This is an optimization exercise on Yosys and OpenROAD, whose aim is small area, not a production implementation. RTL that was checked went through simulation tests only; none was proved equivalent to the original. Power is estimated from default activity; no workload was simulated.

==> build 24: inputs <==
## executeBranchTop
module executeBranchTop (
    input  logic               clockSignal,
    input  logic               resetSignal,
    input  logic               instrValid,
    input  cpuDefsPkg::dataWord instruction,
    input  cpuDefsPkg::dataWord operandA,
    input  cpuDefsPkg::dataWord operandB,
    input  cpuDefsPkg::dataWord pcPlus4,
    output logic               resultValid,
    output cpuDefsPkg::dataWord resultData,
    output logic               overflowFlag,
    output logic               branchResolved,
    output logic               branchTaken,
    output logic               predictedTakenOut,
    output logic               mispredict,
    output cpuDefsPkg::dataWord redirectPc
);
Settings: LEC_CHECK=0, CAP_MARGIN=20, CORE_MARGIN=2, CORE_UTILIZATION=40, CTS_BUF_LIST=sky130_fd_sc_hd__clkbuf_4 sky130_fd_sc_hd__clkbuf_8, SLEW_MARGIN=20, SYNTH_HIERARCHICAL=1; clock period 6.0 ns.
standard.sh (not shown) runs the stock make flow with config.mk's settings and CLKGATE_MAP_FILE= SYNTH_SCRIPT=/design/flow/synth_recipe.tcl, a recipe that flattens the netlist after the stock synthesis.
==> flow/flow/run.sh <==
#!/bin/bash
# The standard layout (the standard.sh, unchanged synthesis), with the port
# buffers made from the smallest buffer cell instead of the default delay buffer,
# and a clock tree with larger sink clusters and no dummy loads.
set -euo pipefail
bash standard.sh \
  "BUFFER_PORTS_ARGS=-buffer_cell sky130_fd_sc_hd__buf_1" \
  "CTS_ARGS=-sink_clustering_enable -repair_clock_nets -buf_list {sky130_fd_sc_hd__clkbuf_4 sky130_fd_sc_hd__clkbuf_8} -sink_clustering_size 18 -sink_clustering_max_diameter 80 -dont_use_dummy_load" \
  finish > standard_flow.log 2>&1
==> inputs of trial 91, as changes to build 24 <==
==> flow/flow/run.sh (replaced) <==
#!/bin/bash
# The standard layout (the standard.sh, unchanged synthesis), with the port
# buffers made from the smallest buffer cell instead of the default delay buffer,
# a clock tree with larger sink clusters and no dummy loads, and gates on paths
# with slack sized down after global routing (RECOVER_POWER).
set -euo pipefail
bash standard.sh \
  "BUFFER_PORTS_ARGS=-buffer_cell sky130_fd_sc_hd__buf_1" \
  "CTS_ARGS=-sink_clustering_enable -repair_clock_nets -buf_list {sky130_fd_sc_hd__clkbuf_4 sky130_fd_sc_hd__clkbuf_8} -sink_clustering_size 18 -sink_clustering_max_diameter 80 -dont_use_dummy_load" \
  RECOVER_POWER=100 \
  finish > standard_flow.log 2>&1
==> inputs of trial 32, as changes to build 24 <==
==> flow/flow/run.sh (replaced) <==
#!/bin/bash
# The standard layout (the standard.sh, unchanged synthesis), with the port
# buffers made from the smallest buffer cell instead of the default delay buffer,
# a clock tree with larger sink clusters and no dummy loads, and gates on paths
# with slack sized down after global routing (RECOVER_POWER).
set -euo pipefail
bash standard.sh \
  "BUFFER_PORTS_ARGS=-buffer_cell sky130_fd_sc_hd__buf_1" \
  "CTS_ARGS=-sink_clustering_enable -repair_clock_nets -buf_list {sky130_fd_sc_hd__clkbuf_4 sky130_fd_sc_hd__clkbuf_8} -sink_clustering_size 18 -sink_clustering_max_diameter 80 -dont_use_dummy_load" \
  RECOVER_POWER=100 \
  finish > standard_flow.log 2>&1
--- a/flow/config.mk
+++ b/flow/config.mk
@@ -7,7 +7,7 @@
 export LEC_CHECK = 0
 export CAP_MARGIN = 20
 export CORE_MARGIN = 2
-export CORE_UTILIZATION = 40
+export CORE_UTILIZATION = 65
 export CTS_BUF_LIST = sky130_fd_sc_hd__clkbuf_4 sky130_fd_sc_hd__clkbuf_8
 export SLEW_MARGIN = 20
 export SYNTH_HIERARCHICAL = 1
==> notes.md <==
| item | trial 32 | trial 91 | build 24 |
|---|---|---|---|
| Run status | complete, no violations | complete, no violations | complete, no violations |
| Largest fanout of any net on the critical path | 87 | 15 | 15 |
| Global routing usage on met1 | 40.2% | 24.9% | 24.9% |
| Combinational power | 883 uW | 883 uW | 901 uW |
| Wire length on met3 | 2230 um | 1800 um | 1940 um |
| Crit path buffers/inverters | 4 | 3 | 3 |
| Post-route clock period utilization | 92.7% | 90.5% | 86.9% |
| Met3 track demand over resource | 4.79% | 3.08% | 3.08% |
| Part of the total power dissipated in combinational logic | 21.0% | 20.9% | 21.2% |
| Count of standard-cell rows | 53 | 68 | 68 |
| Initial Util | 66.3% | 40.6% | 40.6% |
| Global-route wire length before repair | 50300 um | 51900 um | 51900 um |
| CP Data Arrival Time | 5730 ps | 5900 ps | 5680 ps |
| Area Overhead vs Synth | 8.85% | 11.5% | 12.3% |
| Worst slew slack as a fraction of its limit | 12.2% | 31.1% | 30.9% |
| Hold worst-path end | u_predictor.historyReg[3] | u_predictor.historyReg[2] | u_predictor.historyReg[2] |
| Setup WS post-layout | 440 ps | 568 ps | 784 ps |
| Depth of the worst register-to-register path | 11 | 12 | 11 |
| Total routing usage reported by global routing | 28.7% | 18.2% | 18.2% |

==> inputs of v15 <==
==> flow/design.v <==
package cpuDefsPkg;
    localparam int dataWidth = 32;
    localparam int immWidth = 16;                    
    localparam int fieldWidth = 6;                   
    localparam int opcodeLsb = 26;
    localparam int functLsb = 0;
    localparam int immLsb = 0;
    localparam int historyBits = 7;
    localparam int tableDepth = 1 << historyBits;    
    localparam int counterBits = 2;
    typedef logic [dataWidth-1:0] dataWord;
    typedef logic [historyBits-1:0] historyType;
    typedef logic [counterBits-1:0] counterType;
    typedef logic [fieldWidth-1:0] opcodeType;
    typedef logic [fieldWidth-1:0] functType;
    localparam counterType counterInit = 2'd2;       
    localparam counterType counterMax = 2'd3;
    localparam counterType counterMin = 2'd0;
    localparam counterType takenThreshold = 2'd2;
    localparam opcodeType opcodeRType = 6'd0;
    localparam opcodeType opcodeSlti = 6'd10;
    localparam opcodeType opcodeLw = 6'd35;
    localparam opcodeType opcodeSw = 6'd43;
    localparam opcodeType opcodeBeq = 6'd4;
    localparam functType functAdd = 6'd32;
    localparam functType functSub = 6'd34;
    localparam functType functSlt = 6'd42;
    typedef enum logic [1:0] {
        aluAdd = 2'd0,
        aluSub = 2'd1,
        aluSlt = 2'd2
    } aluOpType;
endpackage
module instructionExecute (
    input  logic               instrValid,
    input  cpuDefsPkg::dataWord instruction,
    input  cpuDefsPkg::dataWord operandA,
    input  cpuDefsPkg::dataWord operandB,
    input  cpuDefsPkg::dataWord pcPlus4,
    output logic               resultValidNext,
    output logic               overflowNext,
    output logic               branchValidNext,
    output logic               branchTakenNext,
    output cpuDefsPkg::dataWord resultNext
);
    cpuDefsPkg::opcodeType opcodeField;
    cpuDefsPkg::functType functField;
    logic [cpuDefsPkg::immWidth-1:0] immField;
    cpuDefsPkg::dataWord immExtended;
    cpuDefsPkg::dataWord branchOffset;
    cpuDefsPkg::dataWord firstOperand;
    cpuDefsPkg::dataWord secondOperand;
    cpuDefsPkg::dataWord adderB;
    cpuDefsPkg::dataWord sumResult;
    logic isRType;
    logic isSupported;
    logic isBranch;
    logic selBranch;
    logic useImmediate;
    logic subtract;
    logic selLess;
    logic lessThan;
    logic addOverflow;
    assign opcodeField = instruction[cpuDefsPkg::opcodeLsb +: cpuDefsPkg::fieldWidth];
    assign functField = instruction[cpuDefsPkg::functLsb +: cpuDefsPkg::fieldWidth];
    assign immField = instruction[cpuDefsPkg::immLsb +: cpuDefsPkg::immWidth];
    assign immExtended = {{(cpuDefsPkg::dataWidth-cpuDefsPkg::immWidth){immField[cpuDefsPkg::immWidth-1]}}, immField};
    assign branchOffset = {immExtended[cpuDefsPkg::dataWidth-3:0], 2'b00};
    assign isRType = opcodeField == cpuDefsPkg::opcodeRType;
    assign isBranch = opcodeField == cpuDefsPkg::opcodeBeq;
    assign isSupported = (isRType && (functField == cpuDefsPkg::functAdd ||
                                      functField == cpuDefsPkg::functSub ||
                                      functField == cpuDefsPkg::functSlt)) ||
                         opcodeField == cpuDefsPkg::opcodeSlti ||
                         opcodeField == cpuDefsPkg::opcodeLw ||
                         opcodeField == cpuDefsPkg::opcodeSw;
    assign selBranch = opcodeField[2];
    assign useImmediate = opcodeField[1];
    assign subtract = opcodeField[1] ? !opcodeField[0] : (functField[1] && !opcodeField[2]);
    assign selLess = opcodeField[1] ? !opcodeField[0] : (functField[3] && !opcodeField[2]);
    assign branchTakenNext = (operandA == operandB);              
    assign firstOperand = selBranch ? pcPlus4 : operandA;
    assign secondOperand = selBranch ? (branchTakenNext ? branchOffset : '0) :
                           (useImmediate ? immExtended : operandB);
    assign adderB = secondOperand ^ {cpuDefsPkg::dataWidth{subtract}};
    assign sumResult = firstOperand + adderB + {31'd0, subtract};
    assign addOverflow = (operandA[cpuDefsPkg::dataWidth-1] == adderB[cpuDefsPkg::dataWidth-1]) &&
                         (sumResult[cpuDefsPkg::dataWidth-1] != operandA[cpuDefsPkg::dataWidth-1]);
    assign lessThan = sumResult[cpuDefsPkg::dataWidth-1] ^ addOverflow;
    assign resultNext = selLess ? {{(cpuDefsPkg::dataWidth-1){1'b0}}, lessThan} : sumResult;
    assign resultValidNext = instrValid && isSupported;
    assign overflowNext = resultValidNext && !subtract && addOverflow;
    assign branchValidNext = instrValid && isBranch;
endmodule
module entrySelect (
    input  logic lowSelN,
    input  logic highSelN,
    output logic entryEnable
);
    assign entryEnable = !(lowSelN || highSelN);
endmodule
module predictorEntry (
    input  logic clockSignal,
    input  logic entryEnable,
    input  logic nextHi,
    input  logic nextLo,
    output logic counterHi,
    output logic counterLo
);
    always_ff @(posedge clockSignal) begin
        if (entryEnable) begin
            counterHi <= nextHi;
            counterLo <= nextLo;
        end
    end
endmodule
module readSelect3 (
    input  logic [2:0] entryEnable,
    input  logic [2:0] counterBit,
    output logic readN
);
    assign readN = !(|(entryEnable & counterBit));
endmodule
module predictorRead (
    input  logic [cpuDefsPkg::tableDepth-1:0] entryEnable,
    input  logic [cpuDefsPkg::tableDepth-1:0] counterBit,
    output logic readBit
);
    localparam int groups = (cpuDefsPkg::tableDepth + 2) / 3;
    logic [3*groups-1:0] paddedEnable;
    logic [3*groups-1:0] paddedBit;
    logic [groups-1:0] groupN;
    assign paddedEnable = {{(3*groups-cpuDefsPkg::tableDepth){1'b0}}, entryEnable};
    assign paddedBit = {{(3*groups-cpuDefsPkg::tableDepth){1'b0}}, counterBit};
    for (genvar g = 0; g < groups; g++) begin : g_group
        readSelect3 u_select (
            .entryEnable (paddedEnable[3*g +: 3]),
            .counterBit  (paddedBit[3*g +: 3]),
            .readN       (groupN[g])
        );
    end
    assign readBit = !(&groupN);
endmodule
module globalHistoryPredictor (
    input  logic clockSignal,
    input  logic resetSignal,
    input  logic branchValidNext,
    input  logic branchTakenNext,
    output logic predictedTaken
);
    cpuDefsPkg::historyType historyReg;
    logic [cpuDefsPkg::tableDepth-1:0] counterHi;     
    logic [cpuDefsPkg::tableDepth-1:0] counterLo;     
    logic [7:0]  lowSelN;                             
    logic [15:0] highSelN;                            
    logic [cpuDefsPkg::tableDepth-1:0] entryEnable;   
    logic readHi;
    logic readLo;
    logic nextHi;
    logic nextLo;
    always_comb begin
        for (int j = 0; j < 8; j++) begin
            lowSelN[j] = !((branchValidNext && (historyReg[2:0] == j[2:0])) || resetSignal);
        end
        for (int k = 0; k < 16; k++) begin
            highSelN[k] = !((historyReg[6:3] == k[3:0]) || resetSignal);
        end
    end
    for (genvar i = 0; i < cpuDefsPkg::tableDepth; i++) begin : g_entry
        entrySelect u_select (
            .lowSelN     (lowSelN[i % 8]),
            .highSelN    (highSelN[i / 8]),
            .entryEnable (entryEnable[i])
        );
        predictorEntry u_entry (
            .clockSignal (clockSignal),
            .entryEnable (entryEnable[i]),
            .nextHi      (nextHi),
            .nextLo      (nextLo),
            .counterHi   (counterHi[i]),
            .counterLo   (counterLo[i])
        );
    end
    predictorRead u_readHi (.entryEnable(entryEnable), .counterBit(counterHi), .readBit(readHi));
    predictorRead u_readLo (.entryEnable(entryEnable), .counterBit(counterLo), .readBit(readLo));
    assign predictedTaken = readHi;
    assign nextHi = resetSignal || (readHi & readLo) || (branchTakenNext & (readHi | readLo));
    assign nextLo = !resetSignal && (branchTakenNext ? (readHi | !readLo) : (readHi & !readLo));
    always_ff @(posedge clockSignal) begin
        if (resetSignal) begin
            historyReg <= '0;
        end else if (branchValidNext) begin
            historyReg <= {historyReg[cpuDefsPkg::historyBits-2:0], branchTakenNext};  
        end
    end
endmodule
module branchResolver (
    input  logic               clockSignal,
    input  logic               resetSignal,
    input  logic               resultValidNext,
    input  logic               overflowNext,
    input  logic               branchValidNext,
    input  logic               branchTakenNext,
    input  logic               predictedTaken,
    input  cpuDefsPkg::dataWord resultNext,
    output logic               resultValid,
    output logic               overflowFlag,
    output logic               branchResolved,
    output logic               branchTaken,
    output logic               predictedTakenOut,
    output logic               mispredict,
    output cpuDefsPkg::dataWord resultData,
    output cpuDefsPkg::dataWord redirectPc
);
    cpuDefsPkg::dataWord resultReg;
    always_ff @(posedge clockSignal) begin
        if (resetSignal) begin
            resultValid <= 1'b0;
            overflowFlag <= 1'b0;
            branchResolved <= 1'b0;
            branchTaken <= 1'b0;
            predictedTakenOut <= 1'b0;
            mispredict <= 1'b0;
        end else begin
            resultValid <= resultValidNext;
            overflowFlag <= overflowNext;
            branchResolved <= branchValidNext;
            branchTaken <= branchValidNext && branchTakenNext;
            predictedTakenOut <= branchValidNext && predictedTaken;
            mispredict <= branchValidNext && (branchTakenNext != predictedTaken);
        end
    end
    always_ff @(posedge clockSignal) begin
        resultReg <= resultNext;
    end
    assign resultData = resultReg;
    assign redirectPc = resultReg;
endmodule
module executeBranchTop (
    input  logic               clockSignal,
    input  logic               resetSignal,
    input  logic               instrValid,
    input  cpuDefsPkg::dataWord instruction,
    input  cpuDefsPkg::dataWord operandA,
    input  cpuDefsPkg::dataWord operandB,
    input  cpuDefsPkg::dataWord pcPlus4,
    output logic               resultValid,
    output cpuDefsPkg::dataWord resultData,
    output logic               overflowFlag,
    output logic               branchResolved,
    output logic               branchTaken,
    output logic               predictedTakenOut,
    output logic               mispredict,
    output cpuDefsPkg::dataWord redirectPc
);
    logic resultValidNext;
    logic overflowNext;
    logic branchValidNext;
    logic branchTakenNext;
    logic predictedTaken;
    cpuDefsPkg::dataWord resultNext;
    instructionExecute u_execute (
        .instrValid      (instrValid),
        .instruction     (instruction),
        .operandA        (operandA),
        .operandB        (operandB),
        .pcPlus4         (pcPlus4),
        .resultValidNext (resultValidNext),
        .overflowNext    (overflowNext),
        .branchValidNext (branchValidNext),
        .branchTakenNext (branchTakenNext),
        .resultNext      (resultNext)
    );
    globalHistoryPredictor u_predictor (
        .clockSignal     (clockSignal),
        .resetSignal     (resetSignal),
        .branchValidNext (branchValidNext),
        .branchTakenNext (branchTakenNext),
        .predictedTaken  (predictedTaken)
    );
    branchResolver u_resolver (
        .clockSignal       (clockSignal),
        .resetSignal       (resetSignal),
        .resultValidNext   (resultValidNext),
        .overflowNext      (overflowNext),
        .branchValidNext   (branchValidNext),
        .branchTakenNext   (branchTakenNext),
        .predictedTaken    (predictedTaken),
        .resultNext        (resultNext),
        .resultValid       (resultValid),
        .overflowFlag      (overflowFlag),
        .branchResolved    (branchResolved),
        .branchTaken       (branchTaken),
        .predictedTakenOut (predictedTakenOut),
        .mispredict        (mispredict),
        .resultData        (resultData),
        .redirectPc        (redirectPc)
    );
endmodule
==> flow/run.sh <==
#!/bin/bash
# synth_recipe.tcl (not shown) runs the flow's synth.tcl, then flattens the netlist and writes it again
# the make line also repeats each setting of config.mk as NAME=value (left out here)
make -C /OpenROAD-flow-scripts/flow DESIGN_CONFIG=/design/flow/config.mk WORK_HOME=/design/flow/orfs CLKGATE_MAP_FILE= SYNTH_SCRIPT=/design/flow/synth_recipe.tcl finish
==> flow/config.mk <==
export PLATFORM = sky130hd
export DESIGN_NAME = executeBranchTop
export DESIGN_NICKNAME = executeBranchTop
export VERILOG_FILES = /design/flow/design.v
export SDC_FILE = /design/flow/constraint.sdc
export NUM_CORES = 4
export LEC_CHECK = 0
export CAP_MARGIN = 0
export CORE_MARGIN = 2
export CORE_UTILIZATION = 60
export CTS_BUF_LIST = sky130_fd_sc_hd__clkbuf_4 sky130_fd_sc_hd__clkbuf_8
export SLEW_MARGIN = 0
export SYNTH_HIERARCHICAL = 1
==> flow/constraint.sdc <==
create_clock -name core_clock -period 6.0 [get_ports {clockSignal}]
set_input_delay 1.2000 -clock core_clock [delete_from_list [all_inputs] [get_ports {clockSignal}]]
set_output_delay 1.2000 -clock core_clock [all_outputs]
set_load 0.01 [all_outputs]
==> v39 (differences from v15) <==
Settings changed: CAP_MARGIN 0 to 20, CORE_UTILIZATION 60 to 40, SLEW_MARGIN 0 to 20.
==> v36 (differences from v15) <==
==> flow/flow/run.sh (new file) <==
#!/bin/bash
# The standard layout (the standard.sh, unchanged synthesis), with the port
# buffers made from the smallest buffer cell instead of the default delay buffer,
# and a clock tree with larger sink clusters and no dummy loads.
set -euo pipefail
bash standard.sh \
  "BUFFER_PORTS_ARGS=-buffer_cell sky130_fd_sc_hd__buf_1" \
  "CTS_ARGS=-sink_clustering_enable -repair_clock_nets -buf_list {sky130_fd_sc_hd__clkbuf_4 sky130_fd_sc_hd__clkbuf_8} -sink_clustering_size 18 -sink_clustering_max_diameter 80 -dont_use_dummy_load" \
  finish > standard_flow.log 2>&1
==> flow/standard.sh (new file) <==
#!/bin/bash
# synth_recipe.tcl (not shown) runs the flow's synth.tcl, then flattens the netlist and writes it again
# the make line also repeats each setting of config.mk as NAME=value (left out here)
make -C /OpenROAD-flow-scripts/flow DESIGN_CONFIG=/design/flow/config.mk WORK_HOME=/design/flow/orfs CLKGATE_MAP_FILE= SYNTH_SCRIPT=/design/flow/synth_recipe.tcl "${@:-finish}"
Settings changed: CAP_MARGIN 0 to 20, CORE_UTILIZATION 60 to 40, SLEW_MARGIN 0 to 20.
removed: flow/run.sh
==> comparison table <==
Placeable core region: v39 0.0355 mm²; v15 0.0235 mm²; v36 0.0355 mm²
Die extent in x: v39 194 µm; v15 159 µm; v36 194 µm
Vias in the first global route: v39 10.8k; v15 10.5k; v36 10.2k
Outcome: v39 complete, no violations; v15 complete, no violations; v36 complete, no violations
TritonCTS buffer count: v39 49; v15 46; v36 22
Share of final layout cell area taken by clock buffers and inverters: v39 5.76%; v15 5.21%; v36 1.90%
Fraction of the core area covered by cells at the end of the flow: v39 50.6%; v15 74.9%; v36 45.0%
Critical Path Most Common Cell: v39 -; v15 sky130_fd_sc_hd__nor2_1; v36 sky130_fd_sc_hd__o21ai_1
Fraction of area in registers: v39 47.8%; v15 48.8%; v36 53.8%
Number of cells on the critical path: v39 15; v15 19; v36 18
Number of nets in the final layout: v39 1,555; v15 1,550; v36 1,524
Reg clk slew, reported paths: v39 0.07 ns; v15 0.06 ns; v36 0.10 ns
N_taps: v39 461; v15 319; v36 461
Fraction of area in multi-input gates: v39 30.3%; v15 30.8%; v36 34.1%
Core Rows: v39 69; v15 56; v36 69
Finished Cell Area: v39 0.0180 mm²; v15 0.0176 mm²; v36 0.0160 mm²
Headroom to the max-slew limit: v39 43.3%; v15 49.3%; v36 38.9%
Routing usage on met2: v39 34.7%; v15 48.0%; v36 32.1%
Initial Util: v39 40.5%; v15 61.3%; v36 40.5%
Combinational-cell power consumption: v39 1.18 mW; v15 1.17 mW; v36 0.958 mW
Layout non-clock buf frac: v39 12.7%; v15 12.8%; v36 6.48%
Post-route non-filler standard cell count: v39 1,895; v15 1,743; v36 1,821
Function was not checked in any run of this note: the RTL went through the layout flow alone.

-- what the ideal ports hide --
In the flow no input, the clock included, has a driving cell. The finished layouts below were timed again as built, in two steps. Step 1 assumes that a clkbuf_16 drives the clock port and a buf_2 every other input. Step 2 also shifts input and output timing later by t, the mid clock arrival at the registers, as if the neighbouring blocks saw the same clock. a / b / c = no drivers / after step 1 / after step 2; a / b = the first two.
run	t, ns	slack for setup (ns)	worst hold slack (ns)	worst register clock-pin slew, ns
build 24	0.595	0.784 / 0.805 / 0.209	0.596 / 0.596 / 0.596	0.11 / 0.11
trial 91	0.595	0.568 / 0.590 / -0.005	0.580 / 0.580 / 0.580	0.11 / 0.11
trial 32	0.572	0.440 / 0.443 / -0.128	0.571 / 0.571 / 0.571	0.11 / 0.11
v15	0.576	0.798 / 0.823 / 0.247	0.585 / 0.585 / 0.585	0.07 / 0.07
v39	0.627	0.859 / 0.878 / 0.251	0.624 / 0.624 / 0.624	0.07 / 0.07
v36	0.594	0.979 / 1.002 / 0.408	0.627 / 0.627 / 0.627	0.12 / 0.12
Met with ideal ports but missed after step 2: setup timing in trial 91 and trial 32. For v39, which loses most, drivers alone change the setup slack by +0.019 ns; drivers and shift together by -0.608 ns.
